From an optimization exercise on the open Yosys and OpenROAD flow, aimed at small area, a short achievable clock period and few clock cycles per item; shortcuts taken in it are not production practice. Only simulation tests tie the RTL to the original design; equivalence was not proved. Power and IR drop assume default switching activity.

// point_set_zscore_normalizer_core
module point_set_zscore_normalizer_core
(
    input  logic                      clk,
    input  logic                      rst_n,
    input  logic                      in_valid,
    output logic                      in_stall,
    input  logic signed [COORD_W-1:0] point_x,
    input  logic signed [COORD_W-1:0] point_y,
    input  logic                      end_of_set,
    output logic                      out_valid,
    input  logic                      out_stall,
    output logic signed [OUT_W-1:0]   norm_x,
    output logic signed [OUT_W-1:0]   norm_y,
    output logic [1:0]                status,
    output logic                      last
);
Size: roughly 21000 cells after synthesis, roughly 4700 flip-flops, ~62 I/O pins.
export LEC_CHECK = 0
export ABC_CLOCK_PERIOD_IN_PS = 5000
export CAP_MARGIN = 20
export CORE_MARGIN = 2
export CORE_UTILIZATION = 40
export SETUP_SLACK_MARGIN = 4.5
export SLEW_MARGIN = 20
create_clock -name core_clock -period 10.0 [get_ports {clk}]
run.sh (not shown) runs the stock make flow with config.mk's settings and CLKGATE_MAP_FILE= SYNTH_SCRIPT=/design/flow/synth_recipe.tcl, a recipe that flattens the netlist after the stock synthesis.
Testbench counts at the start, summed over its fixed seeds: cycles 3,121, items 2,044.
==> next run, changes <==
--- a/flow/design.v
+++ b/flow/design.v
@@ -1,21 +1,21 @@
 `timescale 1ns / 1ps
 package pszn_pkg;
     localparam int MAX_POINTS = 64;
     localparam int FRAC_BITS  = 12;
     localparam int COORD_W    = 10;
     localparam int OUT_W      = 16;
-    localparam int RING_D = 112;
-    localparam int TF   = 24;
+    localparam int RING_D = 96;
+    localparam int TF   = 26;
     localparam int TW   = TF + 12;   
-    localparam int RW   = TF + 37;   
+    localparam int RW   = 64;        
     localparam int PW   = TF + 15;   
 endpackage
 `timescale 1ns / 1ps
 module pszn_ring #(
     parameter int WIDTH = 20,
     parameter int DEPTH = 64
 ) (
     input  logic                     clk,
     input  logic                     we,
     input  logic                     keep,
     input  logic                     clr,
@@ -504,23 +504,23 @@
         .bit_now (bx_now)
     );
     pszn_scale_step u_stepy (
         .z       (u_zy),
         .v       (u_vy),
         .b       (u_by),
         .z_nxt   (zy_nxt),
         .v_nxt   (vy_nxt),
         .bit_now (by_now)
     );
     logic [RW-1:0] z0;
-    assign z0     = RW'({u_ri, 2'b00}) - RW'(u_bl) - RW'({u_bh, 16'd0});
+    assign z0     = {26'd0, u_ri, 2'b00} - RW'(u_bl) - RW'({u_bh, 16'd0});
     logic u_few, u_zx0, u_zy0;
     assign u_few = u_n < 7'd2;
     assign u_zx0 = u_few || u_dzx;
     assign u_zy0 = u_few || u_dzy;
     logic step_x, step_y;
     assign step_x = (u_st == U_REC1 || u_st == U_REC) && (u_kx != '0);
     assign step_y = (u_st == U_REC) && (u_ky != '0);
     always_ff @(posedge clk or negedge rst_n)
     begin
         if (!rst_n)
         begin
@@ -682,24 +682,26 @@
     logic                      o_v, o_s;
     logic signed [7:0]  p0_ns;
     logic signed [17:0] np_x, np_y;
     assign p0_ns = $signed({1'b0, p0_n});
     assign np_x  = p0_ns * p0_x;
     assign np_y  = p0_ns * p0_y;
     logic signed [17:0] epx, enx, epy, eny;
     assign epx = p1_npx - p1_sx;
     assign enx = p1_sx - p1_npx;
     assign epy = p1_npy - p1_sy;
     assign eny = p1_sy - p1_npy;
-    logic [TW-1:0]        p2_tx, p2_ty;    
+    logic [TW-1:0]        p2_tx, p2_ty;
     logic [3:0][TW+3:0]   mqx, mqy;
+    assign p2_tx = d_tx[p2_s];
+    assign p2_ty = d_ty[p2_s];
     always_comb
     begin
         for (int i = 0; i < 4; i++)
         begin
             mqx[i] = p2_ex[4*i +: 4] * p2_tx;
             mqy[i] = p2_ey[4*i +: 4] * p2_ty;
         end
     end
     logic [PW-1:0] px, py;
     logic          ax_w, ay_w;
     always_comb
@@ -871,24 +873,22 @@
             p1_l   <= p0_l;
             p1_npx <= np_x;
             p1_npy <= np_y;
             p1_sx  <= p0_sx;
             p1_sy  <= p0_sy;
             p2_s  <= p1_s;
             p2_l  <= p1_l;
             p2_nx <= epx[17];
             p2_ny <= epy[17];
             p2_ex <= epx[17] ? enx[15:0] : epx[15:0];
             p2_ey <= epy[17] ? eny[15:0] : epy[15:0];
-            p2_tx <= d_tx[p1_s];
-            p2_ty <= d_ty[p1_s];
             p3_s  <= p2_s;
             p3_l  <= p2_l;
             p3_nx <= p2_nx;
             p3_ny <= p2_ny;
             p3_ex <= p2_ex;
             p3_ey <= p2_ey;
             p3_qx <= mqx;
             p3_qy <= mqy;
             p3_thx <= 17'h10000 - {1'b0, p2_ex};
             p3_thy <= 17'h10000 - {1'b0, p2_ey};
             p4_s  <= p3_s;
The changed run finished with timing, DRC and antenna clean.
Sequential power is lower by about 8%.
Hold slack improves by 27 ps.
Clock-buffer cell count falls by 58.
Area after synthesis drops by about 3%.
Final area came out lower by about 2.6%.
Fmax rises by 1.7%.
Clock skew drops by 27 ps.
Non-clock buffer count goes up by 82.
Power is lower by 6.2%.
Final cell count falls by 1.0%.
Setup slack improves by 92 ps.
Utilization stays flat.
Testbench counts after the change, summed over its fixed seeds: cycles 3,564, items 2,044.

afterwards: timing with drivers on the ports:
Ports are ideal in the flow. The routed layouts listed here were re-timed in OpenROAD. Step 1, drivers: a clkbuf_16 drives clk and a buf_2 each remaining input, both assumed. Step 2 also shifts input and output timing later by t, the mid clock arrival at the registers, as if the neighbouring blocks saw the same clock. a / b / c = no drivers / after step 1 / after step 2; a / b = the first two.
run | shift t [ns] | setup slack, ns | worst hold slack (ns) | latest minus earliest clock arrival (ns) | worst data-port slew with drivers (ns)
the first run | 1.137 | 4.523 / 4.523 / 3.672 | 0.284 / 0.284 / 0.284 | 0.107 / 0.106 | 0.23
the second run | 1.129 | 4.614 / 4.614 / 3.862 | 0.311 / 0.311 / 0.311 | 0.086 / 0.085 | 0.13
After both steps setup and hold are still met in every run listed. The setup slack of the first run, which loses most, moves by 0.000 ns with the drivers and by -0.851 ns with both steps.
